This design comes from an exercise in tuning for small area, a short achievable clock period and few clock cycles per item on the open sky130 flow, not from production work.
RTL that was checked went through simulation tests only; none was proved equivalent to the original.
The RTL of run 2 was laid out without a check of its function.

==> flow/design.v <==
package cmx_pkg;
    localparam int KELVIN_W = 16;
    localparam int MARGIN_W = 10;
    localparam int DUTY_W   = 16;
    localparam int CFG_W    = 16;
    localparam int CFG_IDX_W = 2;
    localparam logic [CFG_IDX_W-1:0] CFG_WARM_KELVIN = 2'd0;
    localparam logic [CFG_IDX_W-1:0] CFG_COLD_KELVIN = 2'd1;
    localparam logic [CFG_IDX_W-1:0] CFG_SNAP_MARGIN = 2'd2;
    localparam logic [CFG_IDX_W-1:0] CFG_PWM_FULL    = 2'd3;
    localparam logic [KELVIN_W-1:0] RST_WARM_KELVIN = 16'd2700;
    localparam logic [KELVIN_W-1:0] RST_COLD_KELVIN = 16'd6500;
    localparam logic [MARGIN_W-1:0] RST_SNAP_MARGIN = 10'd75;
    localparam logic [DUTY_W-1:0]   RST_PWM_FULL    = 16'd1023;
endpackage
module cmx_csa #(
    parameter int NR = 16,
    parameter int W  = 32
) (
    input  logic [NR-1:0][W-1:0] i_rows,
    output logic [W-1:0]         o_s,
    output logic [W-1:0]         o_c
);
    function automatic int rows_at(input int lv);
        rows_at = NR;
        for (int i = 0; i < lv; i++) begin
            if (rows_at > 2) rows_at = (rows_at / 3) * 2 + (rows_at % 3);
        end
    endfunction
    function automatic int levels();
        levels = 0;
        for (int i = 0; i < 12; i++) begin
            if (rows_at(i) > 2) levels = i + 1;
        end
    endfunction
    localparam int NL = levels();
    logic [W-1:0] r [NL+1][NR];
    for (genvar i = 0; i < NR; i++) begin : g_in
        assign r[0][i] = i_rows[i];
    end
    for (genvar lv = 0; lv < NL; lv++) begin : g_lv
        localparam int N  = rows_at(lv);
        localparam int NG = N / 3;
        for (genvar g = 0; g < NG; g++) begin : g_fa
            assign r[lv+1][2*g]   = r[lv][3*g] ^ r[lv][3*g+1] ^ r[lv][3*g+2];
            assign r[lv+1][2*g+1] = ((r[lv][3*g] & r[lv][3*g+1]) | (r[lv][3*g] & r[lv][3*g+2])
                                     | (r[lv][3*g+1] & r[lv][3*g+2])) << 1;
        end
        for (genvar k = 3 * NG; k < N; k++) begin : g_pass
            assign r[lv+1][2*NG+k-3*NG] = r[lv][k];
        end
        for (genvar k = 2 * NG + N - 3 * NG; k < NR; k++) begin : g_zero
            assign r[lv+1][k] = '0;
        end
    end
    assign o_s = r[NL][0];
    assign o_c = (NR > 1) ? r[NL][1] : '0;
endmodule
module cmx_mulcs #(
    parameter int AW = 16,
    parameter int BW = 16,
    parameter int W  = AW + BW
) (
    input  logic [AW-1:0] i_a,
    input  logic [BW-1:0] i_b,
    output logic [W-1:0]  o_s,
    output logic [W-1:0]  o_c
);
    logic [BW-1:0][W-1:0] rows;
    always_comb begin
        for (int i = 0; i < BW; i++) rows[i] = W'(i_a & {AW{i_b[i]}}) << i;
    end
    cmx_csa #(.NR(BW), .W(W)) u_csa (.i_rows(rows), .o_s(o_s), .o_c(o_c));
endmodule
module cmx_sqcs #(
    parameter int AW = 16
) (
    input  logic [AW-1:0]   i_a,
    output logic [2*AW-1:0] o_s,
    output logic [2*AW-1:0] o_c
);
    logic [AW-1:0][2*AW-1:0] rows;
    always_comb begin
        for (int i = 0; i < AW; i++) begin
            rows[i] = (2*AW)'(i_a[i]) << (2 * i);
            for (int j = i + 1; j < AW; j++)
                rows[i][i+j+1] = i_a[i] & i_a[j];
        end
    end
    cmx_csa #(.NR(AW), .W(2*AW)) u_csa (.i_rows(rows), .o_s(o_s), .o_c(o_c));
endmodule
module cmx_div #(
    parameter int STEPS = 2
) (
    input  logic [33:0]      i_ws,
    input  logic [33:0]      i_wc,
    input  logic [30:0]      i_d,
    output logic [33:0]      o_ws,
    output logic [33:0]      o_wc,
    output logic [STEPS-1:0] o_qp,
    output logic [STEPS-1:0] o_qn
);
    logic [33:0] ws [STEPS+1];
    logic [33:0] wc [STEPS+1];
    logic [33:0] dv;
    assign dv = {3'b001, i_d};
    assign ws[0] = i_ws;
    assign wc[0] = i_wc;
    for (genvar s = 0; s < STEPS; s++) begin : g_step
        logic [3:0]  est;
        logic        qp, qn;
        logic [33:0] a, b, y;
        assign est = ws[s][33:30] + wc[s][33:30];
        assign qp  = !est[3];
        assign qn  = est[3] && (est != 4'hF);
        assign a   = {ws[s][32:0], 1'b0};
        assign b   = {wc[s][32:0], 1'b0};
        assign y   = qp ? ~dv : (qn ? dv : 34'd0);
        assign ws[s+1] = a ^ b ^ y;
        assign wc[s+1] = {(a[32:0] & b[32:0]) | (a[32:0] & y[32:0]) | (b[32:0] & y[32:0]), qp};
        assign o_qp[STEPS-1-s] = qp;
        assign o_qn[STEPS-1-s] = qn;
    end
    assign o_ws = ws[STEPS];
    assign o_wc = wc[STEPS];
endmodule
module cct_two_channel_led_mixer_unit #(
    parameter int FRAC_BITS = 16
) (
    input  logic                                i_clk,
    input  logic                                i_rst_n,
    input  logic                                i_cfg_we,
    input  logic [cmx_pkg::CFG_IDX_W-1:0]       i_cfg_idx,
    input  logic [cmx_pkg::CFG_W-1:0]           i_cfg_data,
    input  logic                                i_in_valid,
    output logic                                o_in_ready,
    input  logic                                i_in_light_on,
    input  logic [FRAC_BITS:0]                  i_in_level,
    input  logic [cmx_pkg::KELVIN_W-1:0]        i_in_color_temp,
    output logic                                o_out_valid,
    input  logic                                i_out_ready,
    output logic [cmx_pkg::DUTY_W-1:0]          o_out_warm_duty,
    output logic [cmx_pkg::DUTY_W-1:0]          o_out_cold_duty,
    output logic                                o_out_level_rejected
);
    localparam int DIV_SPS = 2;                  
    localparam int NDS     = 16 / DIV_SPS;       
    function automatic logic [3:0] lzc16(input logic [15:0] x);
        lzc16 = 4'd15;
        for (int i = 0; i < 16; i++) begin
            if (x[i]) lzc16 = 4'(15 - i);
        end
    endfunction
    logic [15:0] r_warm_k;
    logic [15:0] r_cold_k;
    logic [9:0]  r_margin;
    logic [15:0] r_pwm_full;
    always_ff @(posedge i_clk) begin
        if (!i_rst_n) begin
            r_warm_k   <= cmx_pkg::RST_WARM_KELVIN;
            r_cold_k   <= cmx_pkg::RST_COLD_KELVIN;
            r_margin   <= cmx_pkg::RST_SNAP_MARGIN;
            r_pwm_full <= cmx_pkg::RST_PWM_FULL;
        end else if (i_cfg_we) begin
            case (i_cfg_idx)
                cmx_pkg::CFG_WARM_KELVIN: r_warm_k   <= i_cfg_data;
                cmx_pkg::CFG_COLD_KELVIN: r_cold_k   <= i_cfg_data;
                cmx_pkg::CFG_SNAP_MARGIN: r_margin   <= i_cfg_data[9:0];
                cmx_pkg::CFG_PWM_FULL:    r_pwm_full <= i_cfg_data;
                default: begin
                end
            endcase
        end
    end
    logic        r_cw_le;         
    logic [16:0] r_wm;            
    logic [16:0] r_cm;            
    logic        r_cm_neg;        
    logic        r_w0;            
    logic [15:0] r_cw;            
    logic [15:0] r_cwn;           
    logic [3:0]  r_cwz;           
    always_ff @(posedge i_clk) begin
        r_cw_le  <= (r_cold_k <= r_warm_k);
        r_wm     <= {1'b0, r_warm_k} + 17'(r_margin);
        r_cm     <= {1'b0, r_cold_k} - 17'(r_margin);
        r_cm_neg <= (17'(r_margin) > {1'b0, r_cold_k});
        r_w0     <= (r_warm_k == 16'd0);
        r_cw     <= r_cold_k - r_warm_k;
        r_cwz    <= lzc16(r_cw);
        r_cwn    <= r_cw << lzc16(r_cw);
    end
    logic r_adv;
    logic r_q0_v, r_q1_v;
    logic push, pop;
    logic q0_v_n, q1_v_n;
    logic        r0_v, r0_on, r0_rej, r0_sq;
    logic [16:0] r0_lv;
    logic [15:0] r0_ct, r0_tw;
    always_ff @(posedge i_clk) begin
        if (!i_rst_n) r0_v <= 1'b0;
        else if (r_adv) r0_v <= i_in_valid;
    end
    always_ff @(posedge i_clk) begin
        if (r_adv) begin
            r0_on  <= i_in_light_on;
            r0_lv  <= i_in_level;
            r0_ct  <= i_in_color_temp;
            r0_tw  <= i_in_color_temp - r_warm_k;
            r0_rej <= i_in_level[16] && (|i_in_level[15:0]);
            r0_sq  <= (i_in_level > 17'd9830);
        end
    end
    localparam logic [14:0] LIN_M = 15'd19661;    
    logic [3:0]  tz;
    logic [31:0] sq_s, sq_c;
    logic [28:0] lin_s, lin_c;
    logic [7:0][28:0] lin_rows;
    logic        snap0, snap1;
    logic        r1_v, r1_on, r1_rej, r1_sq, r1_l16, r1_mix, r1_one;
    logic [15:0] r1_tn, r1_an;
    logic [31:0] r1_sq_s, r1_sq_c;
    logic [28:0] r1_lin_s, r1_lin_c;
    assign tz = lzc16(r0_ct);
    cmx_sqcs #(.AW(16)) u_sq (.i_a(r0_lv[15:0]), .o_s(sq_s), .o_c(sq_c));
    always_comb begin
        int n;
        n = 0;
        lin_rows = '0;
        for (int i = 0; i < 15; i++) begin
            if (LIN_M[i]) begin
                lin_rows[n] = 29'(r0_lv[13:0]) << i;
                n = n + 1;
            end
        end
    end
    cmx_csa #(.NR(8), .W(29)) u_lin (.i_rows(lin_rows), .o_s(lin_s), .o_c(lin_c));
    assign snap0 = r_cw_le || ({1'b0, r0_ct} <= r_wm);
    assign snap1 = r_cm_neg || ({1'b0, r0_ct} >= r_cm);
    always_ff @(posedge i_clk) begin
        if (!i_rst_n) r1_v <= 1'b0;
        else if (r_adv) r1_v <= r0_v;
    end
    always_ff @(posedge i_clk) begin
        if (r_adv) begin
            r1_on    <= r0_on;
            r1_rej   <= r0_rej;
            r1_sq    <= r0_sq;
            r1_l16   <= r0_lv[16];
            r1_mix   <= !snap0 && !snap1 && !r_w0;
            r1_one   <= !snap0 && (snap1 || r_w0);
            r1_tn    <= r0_ct << tz;
            r1_an    <= r0_tw << tz;
            r1_sq_s  <= sq_s;
            r1_sq_c  <= sq_c;
            r1_lin_s <= lin_s;
            r1_lin_c <= lin_c;
        end
    end
    logic [31:0] lsq;
    logic [28:0] llin;
    logic [16:0] k_new, k_eff, r_kept;
    logic [31:0] ds, dc, ns, nc;
    logic        r2_v, r2_rej, r2_mix, r2_one;
    logic [16:0] r2_kd;
    logic [31:0] r2_ds, r2_dc, r2_ns, r2_nc;
    assign lsq   = r1_sq_s + r1_sq_c;
    assign llin  = r1_lin_s + r1_lin_c;
    assign k_new = !r1_sq ? {6'd0, llin[27:17]} : (r1_l16 ? 17'h10000 : {1'b0, lsq[31:16]});
    assign k_eff = r1_rej ? r_kept : k_new;
    cmx_mulcs #(.AW(16), .BW(16)) u_d (.i_a(r1_tn), .i_b(r_cwn),    .o_s(ds), .o_c(dc));
    cmx_mulcs #(.AW(16), .BW(16)) u_n (.i_a(r1_an), .i_b(r_cold_k), .o_s(ns), .o_c(nc));
    always_ff @(posedge i_clk) begin
        if (!i_rst_n) begin
            r2_v   <= 1'b0;
            r_kept <= '0;
        end else if (r_adv) begin
            r2_v <= r1_v;
            if (r1_v) r_kept <= k_eff;
        end
    end
    always_ff @(posedge i_clk) begin
        if (r_adv) begin
            r2_rej <= r1_rej;
            r2_mix <= r1_mix;
            r2_one <= r1_one;
            r2_kd  <= r1_on ? k_eff : 17'd0;
            r2_ds  <= ds;
            r2_dc  <= dc;
            r2_ns  <= ns;
            r2_nc  <= nc;
        end
    end
    logic [31:0] d1, n1, n2;
    logic        dsh;
    assign d1  = r2_ds + r2_dc;
    assign n1  = r2_ns + r2_nc;
    assign dsh = !d1[31];
    assign n2  = n1 << r_cwz;
    logic        rd_v   [NDS+1];
    logic        rd_rej [NDS+1];
    logic        rd_mix [NDS+1];
    logic        rd_one [NDS+1];
    logic [16:0] rd_kd  [NDS+1];
    logic [30:0] rd_d   [NDS+1];
    logic [33:0] rd_ws  [NDS+1];
    logic [33:0] rd_wc  [NDS+1];
    logic [15:0] rd_qp  [NDS+1];
    logic [15:0] rd_qn  [NDS+1];
    always_ff @(posedge i_clk) begin
        if (!i_rst_n) rd_v[0] <= 1'b0;
        else if (r_adv) rd_v[0] <= r2_v;
    end
    always_ff @(posedge i_clk) begin
        if (r_adv) begin
            rd_rej[0] <= r2_rej;
            rd_mix[0] <= r2_mix;
            rd_one[0] <= r2_one;
            rd_kd[0]  <= r2_kd;
            rd_d[0]   <= dsh ? {d1[29:0], 1'b0} : d1[30:0];
            rd_ws[0]  <= {2'b00, dsh ? {n2[30:0], 1'b0} : n2};
            rd_wc[0]  <= '0;
            rd_qp[0]  <= '0;
            rd_qn[0]  <= '0;
        end
    end
    for (genvar g = 0; g < NDS; g++) begin : g_div
        logic [33:0]        ws_n, wc_n;
        logic [DIV_SPS-1:0] qp, qn;
        cmx_div #(.STEPS(DIV_SPS)) u_div (
            .i_ws (rd_ws[g]),
            .i_wc (rd_wc[g]),
            .i_d  (rd_d[g]),
            .o_ws (ws_n),
            .o_wc (wc_n),
            .o_qp (qp),
            .o_qn (qn)
        );
        always_ff @(posedge i_clk) begin
            if (!i_rst_n) rd_v[g+1] <= 1'b0;
            else if (r_adv) rd_v[g+1] <= rd_v[g];
        end
        always_ff @(posedge i_clk) begin
            if (r_adv) begin
                rd_rej[g+1] <= rd_rej[g];
                rd_mix[g+1] <= rd_mix[g];
                rd_one[g+1] <= rd_one[g];
                rd_kd[g+1]  <= rd_kd[g];
                rd_d[g+1]   <= rd_d[g];
                rd_ws[g+1]  <= ws_n;
                rd_wc[g+1]  <= wc_n;
                rd_qp[g+1]  <= 16'({rd_qp[g], qp});
                rd_qn[g+1]  <= 16'({rd_qn[g], qn});
            end
        end
    end
    logic [33:0] wfin;
    logic [15:0] quo0, quo1;
    logic        rc_v, rc_rej;
    logic [16:0] rc_kd, rc_s;
    assign wfin = rd_ws[NDS] + rd_wc[NDS];
    assign quo1 = rd_qp[NDS] + ~rd_qn[NDS];           
    assign quo0 = rd_qp[NDS] + ~rd_qn[NDS] + 16'd1;   
    always_ff @(posedge i_clk) begin
        if (!i_rst_n) rc_v <= 1'b0;
        else if (r_adv) rc_v <= rd_v[NDS];
    end
    always_ff @(posedge i_clk) begin
        if (r_adv) begin
            rc_rej <= rd_rej[NDS];
            rc_kd  <= rd_kd[NDS];
            rc_s   <= rd_one[NDS] ? 17'h10000
                    : (rd_mix[NDS] ? {1'b0, wfin[33] ? quo1 : quo0} : 17'd0);
        end
    end
    logic [32:0] ms, mc;
    logic        rm_v, rm_rej;
    logic [16:0] rm_kd;
    logic [32:0] rm_s, rm_c;
    cmx_mulcs #(.AW(17), .BW(17), .W(33)) u_m (.i_a(rc_s), .i_b(rc_kd), .o_s(ms), .o_c(mc));
    always_ff @(posedge i_clk) begin
        if (!i_rst_n) rm_v <= 1'b0;
        else if (r_adv) rm_v <= rc_v;
    end
    always_ff @(posedge i_clk) begin
        if (r_adv) begin
            rm_rej <= rc_rej;
            rm_kd  <= rc_kd;
            rm_s   <= ms;
            rm_c   <= mc;
        end
    end
    logic [32:0] sk, xa, xs, xc, xt;
    logic        rx_v, rx_rej;
    logic [16:0] rx_x, rx_y;
    assign sk = rm_s + rm_c;
    assign xa = {rm_kd[16:0], 16'h0001};
    assign xs = xa ^ ~rm_s ^ ~rm_c;
    assign xc = {((xa[31:0] & ~rm_s[31:0]) | (xa[31:0] & ~rm_c[31:0]) | (~rm_s[31:0] & ~rm_c[31:0])), 1'b1};
    assign xt = xs + xc;
    always_ff @(posedge i_clk) begin
        if (!i_rst_n) rx_v <= 1'b0;
        else if (r_adv) rx_v <= rm_v;
    end
    always_ff @(posedge i_clk) begin
        if (r_adv) begin
            rx_rej <= rm_rej;
            rx_y   <= sk[32:16];
            rx_x   <= xt[32:16];
        end
    end
    logic [31:0] pxs, pxc, pys, pyc;
    logic        rp_v, rp_rej;
    logic [31:0] rp_xs, rp_xc, rp_ys, rp_yc;
    cmx_mulcs #(.AW(17), .BW(16), .W(32)) u_px (.i_a(rx_x), .i_b(r_pwm_full), .o_s(pxs), .o_c(pxc));
    cmx_mulcs #(.AW(17), .BW(16), .W(32)) u_py (.i_a(rx_y), .i_b(r_pwm_full), .o_s(pys), .o_c(pyc));
    always_ff @(posedge i_clk) begin
        if (!i_rst_n) rp_v <= 1'b0;
        else if (r_adv) rp_v <= rx_v;
    end
    always_ff @(posedge i_clk) begin
        if (r_adv) begin
            rp_rej <= rx_rej;
            rp_xs  <= pxs;
            rp_xc  <= pxc;
            rp_ys  <= pys;
            rp_yc  <= pyc;
        end
    end
    logic [31:0] xp, yp;
    logic [15:0] warm, cold;
    assign xp   = rp_xs + rp_xc;
    assign yp   = rp_ys + rp_yc;
    assign warm = xp[31:16];
    assign cold = yp[31:16];
    logic [15:0] r_q0_warm, r_q0_cold, r_q1_warm, r_q1_cold;
    logic        r_q0_rej, r_q1_rej;
    assign push   = r_adv && rp_v;
    assign pop    = r_q0_v && i_out_ready;
    assign q0_v_n = pop ? (r_q1_v || push) : (r_q0_v || push);
    assign q1_v_n = pop ? (r_q1_v && push) : (r_q1_v || (r_q0_v && push));
    always_ff @(posedge i_clk) begin
        if (!i_rst_n) begin
            r_q0_v <= 1'b0;
            r_q1_v <= 1'b0;
            r_adv  <= 1'b1;
        end else begin
            r_q0_v <= q0_v_n;
            r_q1_v <= q1_v_n;
            r_adv  <= !(q0_v_n && q1_v_n);
        end
    end
    always_ff @(posedge i_clk) begin
        if (pop ? r_q1_v : !r_q0_v) begin
            r_q0_warm <= r_q1_v ? r_q1_warm : warm;
            r_q0_cold <= r_q1_v ? r_q1_cold : cold;
            r_q0_rej  <= r_q1_v ? r_q1_rej  : rp_rej;
        end else if (pop) begin
            r_q0_warm <= warm;
            r_q0_cold <= cold;
            r_q0_rej  <= rp_rej;
        end
        if (push) begin
            r_q1_warm <= warm;
            r_q1_cold <= cold;
            r_q1_rej  <= rp_rej;
        end
    end
    assign o_in_ready           = r_adv;
    assign o_out_valid          = r_q0_v;
    assign o_out_warm_duty      = r_q0_warm;
    assign o_out_cold_duty      = r_q0_cold;
    assign o_out_level_rejected = r_q0_rej;
endmodule
==> flow/run.sh <==
#!/bin/bash
# synth_recipe.tcl (not shown) runs the flow's synth.tcl, then flattens the netlist and writes it again
# the make line also repeats each setting of config.mk as NAME=value (left out here)
make -C /OpenROAD-flow-scripts/flow DESIGN_CONFIG=/design/flow/config.mk WORK_HOME=/design/flow/orfs CLKGATE_MAP_FILE= SYNTH_SCRIPT=/design/flow/synth_recipe.tcl finish
==> flow/config.mk <==
export PLATFORM = sky130hd
export DESIGN_NAME = cct_two_channel_led_mixer_unit
export DESIGN_NICKNAME = cct_two_channel_led_mixer_unit
export VERILOG_FILES = /design/flow/design.v
export SDC_FILE = /design/flow/constraint.sdc
export NUM_CORES = 4
export LEC_CHECK = 0
export CAP_MARGIN = 20
export CORE_MARGIN = 2
export CORE_UTILIZATION = 40
export SETUP_SLACK_MARGIN = 3.0
export SLEW_MARGIN = 20
==> flow/constraint.sdc <==
create_clock -name core_clock -period 8.0 [get_ports {i_clk}]
set_input_delay 1.6000 -clock core_clock [delete_from_list [all_inputs] [get_ports {i_clk}]]
set_output_delay 1.6000 -clock core_clock [all_outputs]
set_load 0.01 [all_outputs]
==> results_dict.tcl, run 1 <==
set metrics [dict create \
    maxSlewViolCount 0 \
    dp_hpwl_mm 208 \
    tritoncts "done" \
    worst_slack_ns 3.10 \
    final_hold_viol_count 0 \
    first_pass_iters 5 \
    end_kind "flip-flop" \
    place_inst 15200 \
    clk-insertion-delay-late_ns 0.91 \
    vias_per_cell 5.04 \
    overflow 0 \
    crit_family "adder cells" \
    fin_util_pct 44.5 \
    wl_per_cell_um 18.3 \
    clockRootBuffer "clkbuf_16" \
    slowest_stage "fa_2" \
    initial_core_util_pct 40.2 \
    die_area_um2 340000 \
    arrival_ns 5.52 \
    synth.distinct_cells 94 \
    critPathBufInv 5 \
    postRouteAntennaNets 0 \
    syn-num-nets 13600 \
    syn_avg_cell_area_um2 12.2 \
    gp_congestion 0.843 \
    cts_buffer_depth 4 \
    max_freq_ghz 0.204 \
    clk_pin_slew_worst_paths_ns 0.06 \
    rsz0062_at_grt "true" \
    dieWidth_um 583 \
    clock_skew_ns 0.0859 \
    cp_max_fo 31 \
    cp_data_required_time_ns 8.62 \
    numCtsBuffers 210 \
    tightest_slew_ns 1.09 \
    grt_use_total_pct 16.7 \
    syn_inst 11000 \
    core_um2 333000 \
    num_vias 78900 \
    netlist_area_um2 134000 \
    startpoint_type "flip-flop" \
    mostFrequentLayoutCell "edfxtp_1" \
    critPathKind "reg2reg" \
    io_pins 92 \
    synth_ff_type "edfxtp_1" \
    final_cell_mix "1742 x edfxtp_1, 1686 x fa_1, 1581 x inv_1" \
    finalSetupViolations 0 \
    r2r_slack_ns 3.10 \
    grt_max_degree 178 \
    hp-class "reg2reg" \
    grt_pass1_wl_mm 461 \
    drtIter0Drc 4920 \
    ys_seq_area_share_pct 41.5 \
    final_cells 15700 \
    fp.dieH_um 583 \
    drc_errors 0 \
    drive_gt1_share_pct 6.64 \
    fin_crit_ns 4.90 \
    cts_max_level 4 \
    synth_area_leaders "edfxtp_1 39%, fa_1 25%, ha_1 7.8%" \
    relSlewSlack_pct 27.4 \
    clock-sinks 1909 \
    synth_edf_count 1742 \
    area_growth_pct 10.8 \
    fin_nets 13700 \
    synth_area_leader_cell "edfxtp_1" \
    dpl_worst_slack_ns 1.72 \
    outcome "no timing/DRC/antenna violations" \
    antenna_found_initial 4 \
    max_stage_delay_ns 0.57 \
    ys_seq_elements 1909 \
    period_share_pct 61.2 \
    yosysTopAreaCellShare_pct 39.0 \
    rows 212 \
    cap_viol_max_count 0 \
    path_cells "ha_1 > a21o_1 > a21oi_4 > xnor2_4 > buf_12 > and2_4 > buf_12 > a21oi_1 > fa_2 > inv_1 > ha_1 > a21o_1 > a21oi_2 > xnor2_2 > xnor2_2 > clkinvlp_4 > buf_6 > nand2_8 > a21oi_2 > fa_1" \
    hold_slack_ns 0.363 \
    drt-total-wl_mm 286 \
    port_buffers 91 \
    async_reset_ff_share_pct 0 \
    first_global_vias 84400 \
    synth_warnings 34 \
]
-- metal layers --
layer / track usage [%] / share of wire, % / up-vias
met2: 27.5 / 48 / 1741
met5: 0 / 0 / -
met3: 1.93 / 4.1 / 432
met4: 4.29 / 2.6 / 0
li1: - / - / 36400
met1: 23.4 / 45 / 40300
-- final cells by class --
cell class / instances / area, um2
sequential: 1909 / 55700
tap: 4387 / 5490
multi-input combinational: 7142 / 71900
timing repair buffer: 236 / 2600
inverter: 1597 / 6020
clock buffer: 261 / 5580
antenna: 2 / 5.00
clock inverter: 124 / 1250
fill: 29800 / 185000
-- logic make-up after synthesis --
logic type / after synthesis / share of synthesized area, %
buffers and inverters: 1983 / 5.59
adders and majority gates: 2521 / 33.0
AOI/OAI and AO/OA: 1286 / 5.82
muxes: 209 / 1.73
DFF: 1909 / 41.5
xor gates and xnor gates: 243 / 1.59
and+or+nand+nor: 2867 / 10.8
-- final timing paths --
kind,startpoint,endpoint,cells after the start
max,rd_wc[3][31],rd_ws[4][16],20
min reg2reg,rd_qn[2][2],rd_qn[3][4],0
min,rd_qn[2][2],rd_qn[3][4],0
max reg2reg,rd_wc[3][31],rd_ws[4][16],20
-- state kept, by name, indices dropped and copies added (netlist names), 26 cells and up --
register	flops
r2_ns	31
rm_c	26
rm_s	33
r2_ds	31
rd_wc	257
rd_d	248
rd_qp	63
rd_qn	64
rd_kd	153
rd_ws	272
g_div.u_div.g_step.a	32
-- synth_stat cells (15+ instances only) --
library cell and number:
a31oi_1 24, ha_1 834, edfxtp_1 1742, nand4_1 34, nand2b_1 30, dfxtp_1 167
o21bai_1 17, or3_1 15, mux2i_1 113, nand3_1 79, a211oi_1 30, nor2b_1 59
or2_2 15, nor2_1 551, xnor2_1 163, nor4_1 28, o21ai_0 365, and3_1 24
inv_1 1588, a21oi_1 466, o21a_1 36, a21boi_0 65, fa_1 1687, and2_1 1120
clkbuf_1 367, o211ai_1 32, xor2_1 80, mux2_2 84, nand2_1 811, nor3_1 59
a22oi_1 18, a21o_1 87
-- timing repair --
action	4_1_cts	5_1_grt
setup endpoints to repair	450	408
gates cloned	6	22
hold buffers	0	0
setup buffers	10	46
pin swaps	8	23
resized for setup	69	149
-- stage by stage --
stage	setup TNS, ns	area (um2)
2_1_floorplan	-7483.24	134000
3_3_place_gp	0	140000
3_5_place_dp	0	140000
4_1_cts	0	147000
5_1_grt	0	149000
6_report	0	149000
Testbench counts, summed over its fixed seeds: cycles 2,536, items 2,400.
==> inputs of run 2 (changes only) <==
--- a/flow/design.v
+++ b/flow/design.v
@@ -12,6 +12,15 @@
     localparam logic [KELVIN_W-1:0] RST_COLD_KELVIN = 16'd6500;
     localparam logic [MARGIN_W-1:0] RST_SNAP_MARGIN = 10'd75;
     localparam logic [DUTY_W-1:0]   RST_PWM_FULL    = 16'd1023;
+    function automatic logic [26:0] booth16(input logic [15:0] b);
+        logic [18:0] x;
+        x = {2'b00, b, 1'b0};
+        for (int i = 0; i < 9; i++) begin
+            booth16[3*i+2] = x[2*i+1] ^ x[2*i];
+            booth16[3*i+1] = (x[2*i+2] & !x[2*i+1] & !x[2*i]) | (!x[2*i+2] & x[2*i+1] & x[2*i]);
+            booth16[3*i]   = x[2*i+2];
+        end
+    endfunction
 endpackage
 module cmx_csa #(
     parameter int NR = 16,
@@ -72,57 +81,385 @@
     end
     cmx_csa #(.NR(BW), .W(W)) u_csa (.i_rows(rows), .o_s(o_s), .o_c(o_c));
 endmodule
-module cmx_sqcs #(
-    parameter int AW = 16
+module cmx_sqcs (
+    input  logic [15:0] i_a,
+    output logic [31:0] o_s,
+    output logic [31:0] o_c
+);
+    localparam int NR = 9;
+    logic [NR-1:0][31:0] rows;
+    assign rows[0][0] = i_a[0];
+    assign rows[0][1] = 1'b0;
+    assign rows[0][2] = i_a[1];
+    assign rows[0][3] = (i_a[0] & i_a[2]);
+    assign rows[0][4] = i_a[2];
+    assign rows[0][5] = (i_a[0] & i_a[4]);
+    assign rows[0][6] = i_a[3];
+    assign rows[0][7] = (i_a[0] & i_a[6]);
+    assign rows[0][8] = i_a[4];
+    assign rows[0][9] = (i_a[0] & i_a[8]);
+    assign rows[0][10] = i_a[5];
+    assign rows[0][11] = (i_a[0] & i_a[10]);
+    assign rows[0][12] = i_a[6];
+    assign rows[0][13] = (i_a[0] & i_a[12]);
+    assign rows[0][14] = i_a[7];
+    assign rows[0][15] = (i_a[0] & i_a[14]);
+    assign rows[0][16] = i_a[8];
+    assign rows[0][17] = (i_a[1] & i_a[15]);
+    assign rows[0][18] = i_a[9];
+    assign rows[0][19] = (i_a[3] & i_a[15]);
+    assign rows[0][20] = i_a[10];
+    assign rows[0][21] = (i_a[5] & i_a[15]);
+    assign rows[0][22] = i_a[11];
+    assign rows[0][23] = (i_a[7] & i_a[15]);
+    assign rows[0][24] = i_a[12];
+    assign rows[0][25] = (i_a[9] & i_a[15]);
+    assign rows[0][26] = i_a[13];
+    assign rows[0][27] = (i_a[11] & i_a[15]);
+    assign rows[0][28] = i_a[14];
+    assign rows[0][29] = (i_a[13] & i_a[15]);
+    assign rows[0][30] = i_a[15];
+    assign rows[0][31] = 1'b0;
+    assign rows[1][0] = 1'b0;
+    assign rows[1][1] = 1'b0;
+    assign rows[1][2] = (i_a[0] & i_a[1]);
+    assign rows[1][3] = 1'b0;
+    assign rows[1][4] = (i_a[0] & i_a[3]);
+    assign rows[1][5] = (i_a[1] & i_a[3]);
+    assign rows[1][6] = (i_a[0] & i_a[5]);
+    assign rows[1][7] = (i_a[1] & i_a[5]);
+    assign rows[1][8] = (i_a[0] & i_a[7]);
+    assign rows[1][9] = (i_a[1] & i_a[7]);
+    assign rows[1][10] = (i_a[0] & i_a[9]);
+    assign rows[1][11] = (i_a[1] & i_a[9]);
+    assign rows[1][12] = (i_a[0] & i_a[11]);
+    assign rows[1][13] = (i_a[1] & i_a[11]);
+    assign rows[1][14] = (i_a[0] & i_a[13]);
+    assign rows[1][15] = (i_a[1] & i_a[13]);
+    assign rows[1][16] = (i_a[0] & i_a[15]);
+    assign rows[1][17] = (i_a[2] & i_a[14]);
+    assign rows[1][18] = (i_a[2] & i_a[15]);
+    assign rows[1][19] = (i_a[4] & i_a[14]);
+    assign rows[1][20] = (i_a[4] & i_a[15]);
+    assign rows[1][21] = (i_a[6] & i_a[14]);
+    assign rows[1][22] = (i_a[6] & i_a[15]);
+    assign rows[1][23] = (i_a[8] & i_a[14]);
+    assign rows[1][24] = (i_a[8] & i_a[15]);
+    assign rows[1][25] = (i_a[10] & i_a[14]);
+    assign rows[1][26] = (i_a[10] & i_a[15]);
+    assign rows[1][27] = (i_a[12] & i_a[14]);
+    assign rows[1][28] = (i_a[12] & i_a[15]);
+    assign rows[1][29] = 1'b0;
+    assign rows[1][30] = (i_a[14] & i_a[15]);
+    assign rows[1][31] = 1'b0;
+    assign rows[2][0] = 1'b0;
+    assign rows[2][1] = 1'b0;
+    assign rows[2][2] = 1'b0;
+    assign rows[2][3] = 1'b0;
+    assign rows[2][4] = (i_a[1] & i_a[2]);
+    assign rows[2][5] = 1'b0;
+    assign rows[2][6] = (i_a[1] & i_a[4]);
+    assign rows[2][7] = (i_a[2] & i_a[4]);
+    assign rows[2][8] = (i_a[1] & i_a[6]);
+    assign rows[2][9] = (i_a[2] & i_a[6]);
+    assign rows[2][10] = (i_a[1] & i_a[8]);
+    assign rows[2][11] = (i_a[2] & i_a[8]);
+    assign rows[2][12] = (i_a[1] & i_a[10]);
+    assign rows[2][13] = (i_a[2] & i_a[10]);
+    assign rows[2][14] = (i_a[1] & i_a[12]);
+    assign rows[2][15] = (i_a[2] & i_a[12]);
+    assign rows[2][16] = (i_a[1] & i_a[14]);
+    assign rows[2][17] = (i_a[3] & i_a[13]);
+    assign rows[2][18] = (i_a[3] & i_a[14]);
+    assign rows[2][19] = (i_a[5] & i_a[13]);
+    assign rows[2][20] = (i_a[5] & i_a[14]);
+    assign rows[2][21] = (i_a[7] & i_a[13]);
+    assign rows[2][22] = (i_a[7] & i_a[14]);
+    assign rows[2][23] = (i_a[9] & i_a[13]);
+    assign rows[2][24] = (i_a[9] & i_a[14]);
+    assign rows[2][25] = (i_a[11] & i_a[13]);
+    assign rows[2][26] = (i_a[11] & i_a[14]);
+    assign rows[2][27] = 1'b0;
+    assign rows[2][28] = (i_a[13] & i_a[14]);
+    assign rows[2][29] = 1'b0;
+    assign rows[2][30] = 1'b0;
+    assign rows[2][31] = 1'b0;
+    assign rows[3][0] = 1'b0;
+    assign rows[3][1] = 1'b0;
+    assign rows[3][2] = 1'b0;
+    assign rows[3][3] = 1'b0;
+    assign rows[3][4] = 1'b0;
+    assign rows[3][5] = 1'b0;
+    assign rows[3][6] = (i_a[2] & i_a[3]);
+    assign rows[3][7] = 1'b0;
+    assign rows[3][8] = (i_a[2] & i_a[5]);
+    assign rows[3][9] = (i_a[3] & i_a[5]);
+    assign rows[3][10] = (i_a[2] & i_a[7]);
+    assign rows[3][11] = (i_a[3] & i_a[7]);
+    assign rows[3][12] = (i_a[2] & i_a[9]);
+    assign rows[3][13] = (i_a[3] & i_a[9]);
+    assign rows[3][14] = (i_a[2] & i_a[11]);
+    assign rows[3][15] = (i_a[3] & i_a[11]);
+    assign rows[3][16] = (i_a[2] & i_a[13]);
+    assign rows[3][17] = (i_a[4] & i_a[12]);
+    assign rows[3][18] = (i_a[4] & i_a[13]);
+    assign rows[3][19] = (i_a[6] & i_a[12]);
+    assign rows[3][20] = (i_a[6] & i_a[13]);
+    assign rows[3][21] = (i_a[8] & i_a[12]);
+    assign rows[3][22] = (i_a[8] & i_a[13]);
+    assign rows[3][23] = (i_a[10] & i_a[12]);
+    assign rows[3][24] = (i_a[10] & i_a[13]);
+    assign rows[3][25] = 1'b0;
+    assign rows[3][26] = (i_a[12] & i_a[13]);
+    assign rows[3][27] = 1'b0;
+    assign rows[3][28] = 1'b0;
+    assign rows[3][29] = 1'b0;
+    assign rows[3][30] = 1'b0;
+    assign rows[3][31] = 1'b0;
+    assign rows[4][0] = 1'b0;
+    assign rows[4][1] = 1'b0;
+    assign rows[4][2] = 1'b0;
+    assign rows[4][3] = 1'b0;
+    assign rows[4][4] = 1'b0;
+    assign rows[4][5] = 1'b0;
+    assign rows[4][6] = 1'b0;
+    assign rows[4][7] = 1'b0;
+    assign rows[4][8] = (i_a[3] & i_a[4]);
+    assign rows[4][9] = 1'b0;
+    assign rows[4][10] = (i_a[3] & i_a[6]);
+    assign rows[4][11] = (i_a[4] & i_a[6]);
+    assign rows[4][12] = (i_a[3] & i_a[8]);
+    assign rows[4][13] = (i_a[4] & i_a[8]);
+    assign rows[4][14] = (i_a[3] & i_a[10]);
+    assign rows[4][15] = (i_a[4] & i_a[10]);
+    assign rows[4][16] = (i_a[3] & i_a[12]);
+    assign rows[4][17] = (i_a[5] & i_a[11]);
+    assign rows[4][18] = (i_a[5] & i_a[12]);
+    assign rows[4][19] = (i_a[7] & i_a[11]);
+    assign rows[4][20] = (i_a[7] & i_a[12]);
+    assign rows[4][21] = (i_a[9] & i_a[11]);
+    assign rows[4][22] = (i_a[9] & i_a[12]);
+    assign rows[4][23] = 1'b0;
+    assign rows[4][24] = (i_a[11] & i_a[12]);
+    assign rows[4][25] = 1'b0;
+    assign rows[4][26] = 1'b0;
+    assign rows[4][27] = 1'b0;
+    assign rows[4][28] = 1'b0;
+    assign rows[4][29] = 1'b0;
+    assign rows[4][30] = 1'b0;
+    assign rows[4][31] = 1'b0;
+    assign rows[5][0] = 1'b0;
+    assign rows[5][1] = 1'b0;
+    assign rows[5][2] = 1'b0;
+    assign rows[5][3] = 1'b0;
+    assign rows[5][4] = 1'b0;
+    assign rows[5][5] = 1'b0;
+    assign rows[5][6] = 1'b0;
+    assign rows[5][7] = 1'b0;
+    assign rows[5][8] = 1'b0;
+    assign rows[5][9] = 1'b0;
+    assign rows[5][10] = (i_a[4] & i_a[5]);
+    assign rows[5][11] = 1'b0;
+    assign rows[5][12] = (i_a[4] & i_a[7]);
+    assign rows[5][13] = (i_a[5] & i_a[7]);
+    assign rows[5][14] = (i_a[4] & i_a[9]);
+    assign rows[5][15] = (i_a[5] & i_a[9]);
+    assign rows[5][16] = (i_a[4] & i_a[11]);
+    assign rows[5][17] = (i_a[6] & i_a[10]);
+    assign rows[5][18] = (i_a[6] & i_a[11]);
+    assign rows[5][19] = (i_a[8] & i_a[10]);
+    assign rows[5][20] = (i_a[8] & i_a[11]);
+    assign rows[5][21] = 1'b0;
+    assign rows[5][22] = (i_a[10] & i_a[11]);
+    assign rows[5][23] = 1'b0;
+    assign rows[5][24] = 1'b0;
+    assign rows[5][25] = 1'b0;
+    assign rows[5][26] = 1'b0;
+    assign rows[5][27] = 1'b0;
+    assign rows[5][28] = 1'b0;
+    assign rows[5][29] = 1'b0;
+    assign rows[5][30] = 1'b0;
+    assign rows[5][31] = 1'b0;
+    assign rows[6][0] = 1'b0;
+    assign rows[6][1] = 1'b0;
+    assign rows[6][2] = 1'b0;
+    assign rows[6][3] = 1'b0;
+    assign rows[6][4] = 1'b0;
+    assign rows[6][5] = 1'b0;
+    assign rows[6][6] = 1'b0;
+    assign rows[6][7] = 1'b0;
+    assign rows[6][8] = 1'b0;
+    assign rows[6][9] = 1'b0;
+    assign rows[6][10] = 1'b0;
+    assign rows[6][11] = 1'b0;
+    assign rows[6][12] = (i_a[5] & i_a[6]);
+    assign rows[6][13] = 1'b0;
+    assign rows[6][14] = (i_a[5] & i_a[8]);
+    assign rows[6][15] = (i_a[6] & i_a[8]);
+    assign rows[6][16] = (i_a[5] & i_a[10]);
+    assign rows[6][17] = (i_a[7] & i_a[9]);
+    assign rows[6][18] = (i_a[7] & i_a[10]);
+    assign rows[6][19] = 1'b0;
+    assign rows[6][20] = (i_a[9] & i_a[10]);
+    assign rows[6][21] = 1'b0;
+    assign rows[6][22] = 1'b0;
+    assign rows[6][23] = 1'b0;
+    assign rows[6][24] = 1'b0;
+    assign rows[6][25] = 1'b0;
+    assign rows[6][26] = 1'b0;
+    assign rows[6][27] = 1'b0;
+    assign rows[6][28] = 1'b0;
+    assign rows[6][29] = 1'b0;
+    assign rows[6][30] = 1'b0;
+    assign rows[6][31] = 1'b0;
+    assign rows[7][0] = 1'b0;
+    assign rows[7][1] = 1'b0;
+    assign rows[7][2] = 1'b0;
+    assign rows[7][3] = 1'b0;
+    assign rows[7][4] = 1'b0;
+    assign rows[7][5] = 1'b0;
+    assign rows[7][6] = 1'b0;
+    assign rows[7][7] = 1'b0;
+    assign rows[7][8] = 1'b0;
+    assign rows[7][9] = 1'b0;
+    assign rows[7][10] = 1'b0;
+    assign rows[7][11] = 1'b0;
+    assign rows[7][12] = 1'b0;
+    assign rows[7][13] = 1'b0;
+    assign rows[7][14] = (i_a[6] & i_a[7]);
+    assign rows[7][15] = 1'b0;
+    assign rows[7][16] = (i_a[6] & i_a[9]);
+    assign rows[7][17] = 1'b0;
+    assign rows[7][18] = (i_a[8] & i_a[9]);
+    assign rows[7][19] = 1'b0;
+    assign rows[7][20] = 1'b0;
+    assign rows[7][21] = 1'b0;
+    assign rows[7][22] = 1'b0;
+    assign rows[7][23] = 1'b0;
+    assign rows[7][24] = 1'b0;
+    assign rows[7][25] = 1'b0;
+    assign rows[7][26] = 1'b0;
+    assign rows[7][27] = 1'b0;
+    assign rows[7][28] = 1'b0;
+    assign rows[7][29] = 1'b0;
+    assign rows[7][30] = 1'b0;
+    assign rows[7][31] = 1'b0;
+    assign rows[8][0] = 1'b0;
+    assign rows[8][1] = 1'b0;
+    assign rows[8][2] = 1'b0;
+    assign rows[8][3] = 1'b0;
+    assign rows[8][4] = 1'b0;
+    assign rows[8][5] = 1'b0;
+    assign rows[8][6] = 1'b0;
+    assign rows[8][7] = 1'b0;
+    assign rows[8][8] = 1'b0;
+    assign rows[8][9] = 1'b0;
+    assign rows[8][10] = 1'b0;
+    assign rows[8][11] = 1'b0;
+    assign rows[8][12] = 1'b0;
+    assign rows[8][13] = 1'b0;
+    assign rows[8][14] = 1'b0;
+    assign rows[8][15] = 1'b0;
+    assign rows[8][16] = (i_a[7] & i_a[8]);
+    assign rows[8][17] = 1'b0;
+    assign rows[8][18] = 1'b0;
+    assign rows[8][19] = 1'b0;
+    assign rows[8][20] = 1'b0;
+    assign rows[8][21] = 1'b0;
+    assign rows[8][22] = 1'b0;
+    assign rows[8][23] = 1'b0;
+    assign rows[8][24] = 1'b0;
+    assign rows[8][25] = 1'b0;
+    assign rows[8][26] = 1'b0;
+    assign rows[8][27] = 1'b0;
+    assign rows[8][28] = 1'b0;
+    assign rows[8][29] = 1'b0;
+    assign rows[8][30] = 1'b0;
+    assign rows[8][31] = 1'b0;
+    cmx_csa #(.NR(NR), .W(32)) u_csa (.i_rows(rows), .o_s(o_s), .o_c(o_c));
+endmodule
+module cmx_mulbcs #(
+    parameter int AW = 16,
+    parameter int W  = 32
 ) (
-    input  logic [AW-1:0]   i_a,
-    output logic [2*AW-1:0] o_s,
-    output logic [2*AW-1:0] o_c
+    input  logic [AW-1:0] i_a,
+    input  logic [26:0]   i_b,
+    output logic [W-1:0]  o_s,
+    output logic [W-1:0]  o_c
 );
-    logic [AW-1:0][2*AW-1:0] rows;
-    always_comb begin
-        for (int i = 0; i < AW; i++) begin
-            rows[i] = (2*AW)'(i_a[i]) << (2 * i);
-            for (int j = i + 1; j < AW; j++)
-                rows[i][i+j+1] = i_a[i] & i_a[j];
+    logic [8:0][W-1:0] rows;
+    for (genvar i = 0; i < 9; i++) begin : g_row
+        logic          one, two, neg;
+        logic [AW:0]   m;
+        logic [W-1:0]  mz, v, nb;
+        assign one = i_b[3*i+2];
+        assign two = i_b[3*i+1];
+        assign neg = i_b[3*i];
+        assign m   = one ? {1'b0, i_a} : (two ? {i_a, 1'b0} : '0);
+        assign mz  = {{(W-AW-1){1'b0}}, m};
+        assign v   = neg ? ~mz : mz;
+        if (i == 0) begin : g_first
+            assign rows[i] = v;
+        end else begin : g_next
+            assign nb      = {{(W-1){1'b0}}, i_b[3*(i-1)]};
+            assign rows[i] = (v << (2 * i)) | (nb << (2 * (i - 1)));
         end
     end
-    cmx_csa #(.NR(AW), .W(2*AW)) u_csa (.i_rows(rows), .o_s(o_s), .o_c(o_c));
+    cmx_csa #(.NR(9), .W(W)) u_csa (.i_rows(rows), .o_s(o_s), .o_c(o_c));
 endmodule
-module cmx_div #(
-    parameter int STEPS = 2
-) (
-    input  logic [33:0]      i_ws,
-    input  logic [33:0]      i_wc,
-    input  logic [30:0]      i_d,
-    output logic [33:0]      o_ws,
-    output logic [33:0]      o_wc,
-    output logic [STEPS-1:0] o_qp,
-    output logic [STEPS-1:0] o_qn
+module cmx_div (
+    input  logic [33:0] i_ws,
+    input  logic [33:0] i_wc,
+    input  logic [30:0] i_d,
+    output logic [33:0] o_ws,
+    output logic [33:0] o_wc,
+    output logic [1:0]  o_qp,
+    output logic [1:0]  o_qn
 );
-    logic [33:0] ws [STEPS+1];
-    logic [33:0] wc [STEPS+1];
     logic [33:0] dv;
     assign dv = {3'b001, i_d};
-    assign ws[0] = i_ws;
-    assign wc[0] = i_wc;
-    for (genvar s = 0; s < STEPS; s++) begin : g_step
-        logic [3:0]  est;
-        logic        qp, qn;
-        logic [33:0] a, b, y;
-        assign est = ws[s][33:30] + wc[s][33:30];
-        assign qp  = !est[3];
-        assign qn  = est[3] && (est != 4'hF);
-        assign a   = {ws[s][32:0], 1'b0};
-        assign b   = {wc[s][32:0], 1'b0};
-        assign y   = qp ? ~dv : (qn ? dv : 34'd0);
-        assign ws[s+1] = a ^ b ^ y;
-        assign wc[s+1] = {(a[32:0] & b[32:0]) | (a[32:0] & y[32:0]) | (b[32:0] & y[32:0]), qp};
-        assign o_qp[STEPS-1-s] = qp;
-        assign o_qn[STEPS-1-s] = qn;
-    end
-    assign o_ws = ws[STEPS];
-    assign o_wc = wc[STEPS];
+    function automatic logic [33:0] addend(input logic qp, input logic qn, input logic [33:0] d);
+        addend = qp ? ~d : (qn ? d : 34'd0);
+    endfunction
+    function automatic logic [67:0] step(input logic [33:0] ws, input logic [33:0] wc,
+                                         input logic qp, input logic qn, input logic [33:0] d);
+        logic [33:0] a, b, y, s, c;
+        a = {ws[32:0], 1'b0};
+        b = {wc[32:0], 1'b0};
+        y = addend(qp, qn, d);
+        s = a ^ b ^ y;
+        c = {(a[32:0] & b[32:0]) | (a[32:0] & y[32:0]) | (b[32:0] & y[32:0]), qp};
+        step = {s, c};
+    endfunction
+    function automatic logic [1:0] digit(input logic [3:0] es, input logic [3:0] ec);
+        logic [3:0] e;
+        e = es + ec;
+        digit = {!e[3], e[3] && (e != 4'hF)};
+    endfunction
+    logic [1:0]  q0, q1;
+    logic [33:0] ws1, wc1, ws2, wc2;
+    assign q0 = digit(i_ws[33:30], i_wc[33:30]);
+    assign {ws1, wc1} = step(i_ws, i_wc, q0[1], q0[0], dv);
+    logic [5:0] t1s [3];
+    logic [5:0] t1c [3];
+    logic [1:0] e1  [3];
+    for (genvar k = 0; k < 3; k++) begin : g_t1
+        localparam logic KP = (k == 0);
+        localparam logic KN = (k == 2);
+        logic [33:0] y;
+        assign y = addend(KP, KN, dv);
+        for (genvar b = 28; b < 34; b++) begin : g_b
+            assign t1s[k][b-28] = i_ws[b-1] ^ i_wc[b-1] ^ y[b];
+            assign t1c[k][b-28] = (i_ws[b-2] & i_wc[b-2]) | (i_ws[b-2] & y[b-1]) | (i_wc[b-2] & y[b-1]);
+        end
+        assign e1[k] = digit(t1s[k][5:2], t1c[k][5:2]);
+    end
+    assign q1 = q0[1] ? e1[0] : (q0[0] ? e1[2] : e1[1]);
+    assign {ws2, wc2} = step(ws1, wc1, q1[1], q1[0], dv);
+    assign o_ws = ws2;
+    assign o_wc = wc2;
+    assign o_qp = {q0[1], q1[1]};
+    assign o_qn = {q0[0], q1[0]};
 endmodule
 module cct_two_channel_led_mixer_unit #(
     parameter int FRAC_BITS = 16
@@ -178,7 +515,9 @@
     logic        r_cm_neg;        
     logic        r_w0;            
     logic [15:0] r_cw;            
-    logic [15:0] r_cwn;           
+    logic [26:0] r_cwb;           
+    logic [26:0] r_cb;            
+    logic [26:0] r_pb;            
     logic [3:0]  r_cwz;           
     always_ff @(posedge i_clk) begin
         r_cw_le  <= (r_cold_k <= r_warm_k);
@@ -188,7 +527,9 @@
         r_w0     <= (r_warm_k == 16'd0);
         r_cw     <= r_cold_k - r_warm_k;
         r_cwz    <= lzc16(r_cw);
-        r_cwn    <= r_cw << lzc16(r_cw);
+        r_cwb    <= cmx_pkg::booth16(r_cw << lzc16(r_cw));
+        r_cb     <= cmx_pkg::booth16(r_cold_k);
+        r_pb     <= cmx_pkg::booth16(r_pwm_full);
     end
     logic r_adv;
     logic r_q0_v, r_q1_v;
@@ -222,7 +563,7 @@
     logic [31:0] r1_sq_s, r1_sq_c;
     logic [28:0] r1_lin_s, r1_lin_c;
     assign tz = lzc16(r0_ct);
-    cmx_sqcs #(.AW(16)) u_sq (.i_a(r0_lv[15:0]), .o_s(sq_s), .o_c(sq_c));
+    cmx_sqcs u_sq (.i_a(r0_lv[15:0]), .o_s(sq_s), .o_c(sq_c));
     always_comb begin
         int n;
         n = 0;
@@ -268,8 +609,8 @@
     assign llin  = r1_lin_s + r1_lin_c;
     assign k_new = !r1_sq ? {6'd0, llin[27:17]} : (r1_l16 ? 17'h10000 : {1'b0, lsq[31:16]});
     assign k_eff = r1_rej ? r_kept : k_new;
-    cmx_mulcs #(.AW(16), .BW(16)) u_d (.i_a(r1_tn), .i_b(r_cwn),    .o_s(ds), .o_c(dc));
-    cmx_mulcs #(.AW(16), .BW(16)) u_n (.i_a(r1_an), .i_b(r_cold_k), .o_s(ns), .o_c(nc));
+    cmx_mulbcs #(.AW(16), .W(32)) u_d (.i_a(r1_tn), .i_b(r_cwb), .o_s(ds), .o_c(dc));
+    cmx_mulbcs #(.AW(16), .W(32)) u_n (.i_a(r1_an), .i_b(r_cb),  .o_s(ns), .o_c(nc));
     always_ff @(posedge i_clk) begin
         if (!i_rst_n) begin
             r2_v   <= 1'b0;
@@ -327,7 +668,7 @@
     for (genvar g = 0; g < NDS; g++) begin : g_div
         logic [33:0]        ws_n, wc_n;
         logic [DIV_SPS-1:0] qp, qn;
-        cmx_div #(.STEPS(DIV_SPS)) u_div (
+        cmx_div u_div (
             .i_ws (rd_ws[g]),
             .i_wc (rd_wc[g]),
             .i_d  (rd_d[g]),
@@ -412,8 +753,8 @@
     logic [31:0] pxs, pxc, pys, pyc;
     logic        rp_v, rp_rej;
     logic [31:0] rp_xs, rp_xc, rp_ys, rp_yc;
-    cmx_mulcs #(.AW(17), .BW(16), .W(32)) u_px (.i_a(rx_x), .i_b(r_pwm_full), .o_s(pxs), .o_c(pxc));
-    cmx_mulcs #(.AW(17), .BW(16), .W(32)) u_py (.i_a(rx_y), .i_b(r_pwm_full), .o_s(pys), .o_c(pyc));
+    cmx_mulbcs #(.AW(17), .W(32)) u_px (.i_a(rx_x), .i_b(r_pb), .o_s(pxs), .o_c(pxc));
+    cmx_mulbcs #(.AW(17), .W(32)) u_py (.i_a(rx_y), .i_b(r_pb), .o_s(pys), .o_c(pyc));
     always_ff @(posedge i_clk) begin
         if (!i_rst_n) rp_v <= 1'b0;
         else if (r_adv) rp_v <= rx_v;
--- a/flow/config.mk
+++ b/flow/config.mk
@@ -8,5 +8,5 @@
 export CAP_MARGIN = 20
 export CORE_MARGIN = 2
 export CORE_UTILIZATION = 40
-export SETUP_SLACK_MARGIN = 3.0
+export SETUP_SLACK_MARGIN = 3.5
 export SLEW_MARGIN = 20
==> results_dict.tcl, run 2 <==
set metrics [dict create \
    drive_gt1_share_pct 5.85 \
    placed_cell_area_um2 141000 \
    ys_seq_elements 1985 \
    largest-register "rd_ws" \
    postRouteAntennaNets 0 \
    tritoncts "done" \
    vias_per_cell 5.14 \
    grt_use_total_pct 18.3 \
    wl_per_cell_um 19.3 \
    tightest_slew_ns 1.14 \
    syn-num-nets 13800 \
    clock_skew_ns 0.0934 \
    final_hold_viol_count 0 \
    min_to "rd_qn[7][11]" \
    rows 213 \
    largest_reg_flops 272 \
    rr_endpoint "rm_s[15]" \
    synth_edf_count 1762 \
    drtIter0Drc 5997 \
    synth_warnings 32 \
    yosysMostFrequentCell "edfxtp_1" \
    dieWidth_um 585 \
    yosysTopAreaCellShare_pct 39.1 \
    drt-total-wl_mm 312 \
    worstHoldPathCells 0 \
    finalSetupViolations 0 \
    synth_ff_type "edfxtp_1" \
    synth_common_cells "1762 x edfxtp_1, 1422 x fa_1, 1394 x inv_1" \
    reg2regPathDepth 9 \
    cp_data_required_time_ns 8.64 \
    area_growth_pct 10.2 \
    period_share_pct 55.3 \
    antenna_found_initial 7 \
    fin_nets 13700 \
    hp-class "reg2reg" \
    gp_congestion 0.868 \
    async_reset_ff_share_pct 0 \
    num_vias 83100 \
    first_global_vias 88200 \
    fp.dieH_um 585 \
    io_pins 92 \
    holdBufCountCts 0 \
    fin_crit_ns 4.42 \
    mostFrequentLayoutCell "edfxtp_1" \
    end_kind "flip-flop" \
    clock-sinks 1985 \
    arrival_ns 5.06 \
    r2r_slack_ns 3.58 \
    numCtsBuffers 226 \
    clk_pin_slew_worst_paths_ns 0.07 \
    overflow 0 \
    cap_viol_max_count 0 \
    drc_errors 0 \
    clk-insertion-delay-late_ns 0.92 \
    core_um2 337000 \
    cts_buffer_depth 4 \
    final_cell_mix "1762 x edfxtp_1, 1422 x fa_1, 1392 x inv_1" \
    startpoint_type "flip-flop" \
    syn_inst 11500 \
    max_freq_ghz 0.226 \
    fill_cells 30500 \
    synth.distinct_cells 87 \
    grt_pass1_wl_mm 499 \
    dp_hpwl_mm 227 \
    initial_core_util_pct 40.2 \
    rsz0062_at_grt "false" \
    netlist_area_um2 135000 \
    die_area_um2 343000 \
    r2r_start "rc_kd[6]" \
    cts_max_level 4 \
    ys_seq_area_share_pct 42.4 \
    largestRegisters "rd_ws: 272 flops, rd_wc: 257 flops, rd_d: 248 flops" \
    cp_max_fo 18 \
    syn_avg_cell_area_um2 11.7 \
    hold_slack_ns 0.377 \
    critPathKind "reg2reg" \
    port_buffers 91 \
    synth_area_leader_cell "edfxtp_1" \
    clockRootBuffer "clkbuf_16" \
    first_pass_iters 7 \
    maxSlewViolCount 0 \
    outcome "no timing/DRC/antenna violations" \
    relSlewSlack_pct 23.9 \
    final_cell_area_um2 149000 \
    hp-start "rd_qn[6][9]" \
    grt_max_degree 173 \
    synth_area_leaders "edfxtp_1 39%, fa_1 21%, ha_1 7.1%" \
]
[run 2: changes by cell type after synthesis, moves of 29 or more]
| cell | previous run | this run |
|---|---|---|
| nand2_1 | 811 | 1205 |
| clkbuf_1 | 367 | 491 |
| xor2_1 | 80 | 214 |
| buf_1 | 10 | 54 |
| xnor2_1 | 163 | 674 |
| o21ai_0 | 365 | 607 |
| and2_1 | 1120 | 245 |
| a22oi_1 | 18 | 348 |
| dfxtp_1 | 167 | 223 |
| ha_1 | 834 | 765 |
| a21oi_1 | 466 | 433 |
| inv_1 | 1588 | 1394 |
| mux2i_1 | 113 | 142 |
| fa_1 | 1687 | 1422 |
[run 2: timing repair]
| action | 4_1_cts | 5_1_grt |
|---|---|---|
| pin swaps | 0 | 0 |
| setup endpoints to repair | 101 | 401 |
| setup buffers | 30 | 34 |
| gates resized for setup | 4 | 27 |
[run 2: how the worst max path moves through the flow]
stage | start | end | cells after the start
6_report | rc_kd[6] | rm_s[15] | 9
3_5_place_dp | i_in_color_temp[0] | r0_tw[14] | 15
3_3_place_gp | i_in_color_temp[0] | r0_tw[14] | 15
4_1_cts | r_cb[17] | r2_ns[21] | 10
5_1_grt | rd_wc[5][30] | rd_ws[6][11] | 14
2_1_floorplan | r_adv | r_q1_v | 5
[run 2: cell type report]
type	count	area, um2	share of cell area [%]
Tap cell	4515	5650	3.79
Multi-Input combinational cell	7561	70600	47.4
Timing Repair Buffer	267	2600	1.75
Inverter	1416	5320	3.57
Clock buffer	283	6110	4.10
Clock inverter	135	1260	0.848
Antenna cell	2	5.00	0.00336
Sequential cell	1985	57400	38.5
[run 2: metal layers]
metal,wire (um),track usage (%),up-vias,share of wire (%)
met4,9480,5.38,2,3.0
met1,134000,24.3,41800,43
met2,153000,31.4,2195,49
li1,-,-,38500,-
met5,13,0,-,0.0042
met3,15700,2.32,542,5.0
[run 2: through the flow]
step | util (%) | setup slack (ns) | std cells | setup TNS (ns)
final | 44.2 | 3.58 | 16200 | 0
after global routing | 44.2 | 3.48 | 16200 | 0
after CTS | 44.1 | 3.51 | 16100 | 0
after detailed placement | 41.8 | 3.07 | 15700 | 0
after global placement | 41.8 | 2.99 | 15700 | 0
after floorplan | - | -6.76 | 11500 | -7905.60
[run 2: cell families after synthesis]
logic type | Yosys count | share of synthesized area [%]
buffers and inverters | 1975 | 5.50
XOR/XNOR | 888 | 5.75
adder cells (fa/ha/maj) | 2187 | 28.1
AND/OR/NAND/NOR | 2413 | 7.88
AO/OA/AOI/OAI | 1860 | 8.57
flip-flops | 1985 | 42.4
multiplexers | 213 | 1.71
[run 2: critical path, cell delays in order (launching register included)]
cell	delay, ns
edfxtp_1	0.96
and2_1	0.25
fa_1	0.42
inv_1	0.09
fa_1	0.44
fa_1	0.51
fa_1	0.50
inv_1	0.05
fa_1	0.51
fa_1	0.43

==> re-timing with driven ports <==
The flow's constraints put no driver on any port. The routed layouts listed below were extracted and timed again, unchanged, in two steps. Step 1, drivers: a clkbuf_16 drives i_clk and a buf_2 each remaining input, both assumed. Step 2 moves the port delays by t, midway between the first and last clock arrival at a register: inputs arrive t later, outputs are due t later. That takes back most of the time a late clock gives input paths. a / b / c = ideal ports / drivers / drivers and shift; a / b = the first two.
| run | t, ns | slack for setup (ns) | cell pins on the clock port's net |
|---|---|---|---|
| run 1 | 0.950 | 3.102 / 3.102 / 2.732 | 1 |
| run 2 | 0.990 | 3.580 / 3.580 / 3.026 | 1 |
After both steps setup and hold are still met in every run listed. The setup slack of run 2, which loses most, moves by 0.000 ns with the drivers and by -0.554 ns with both steps.
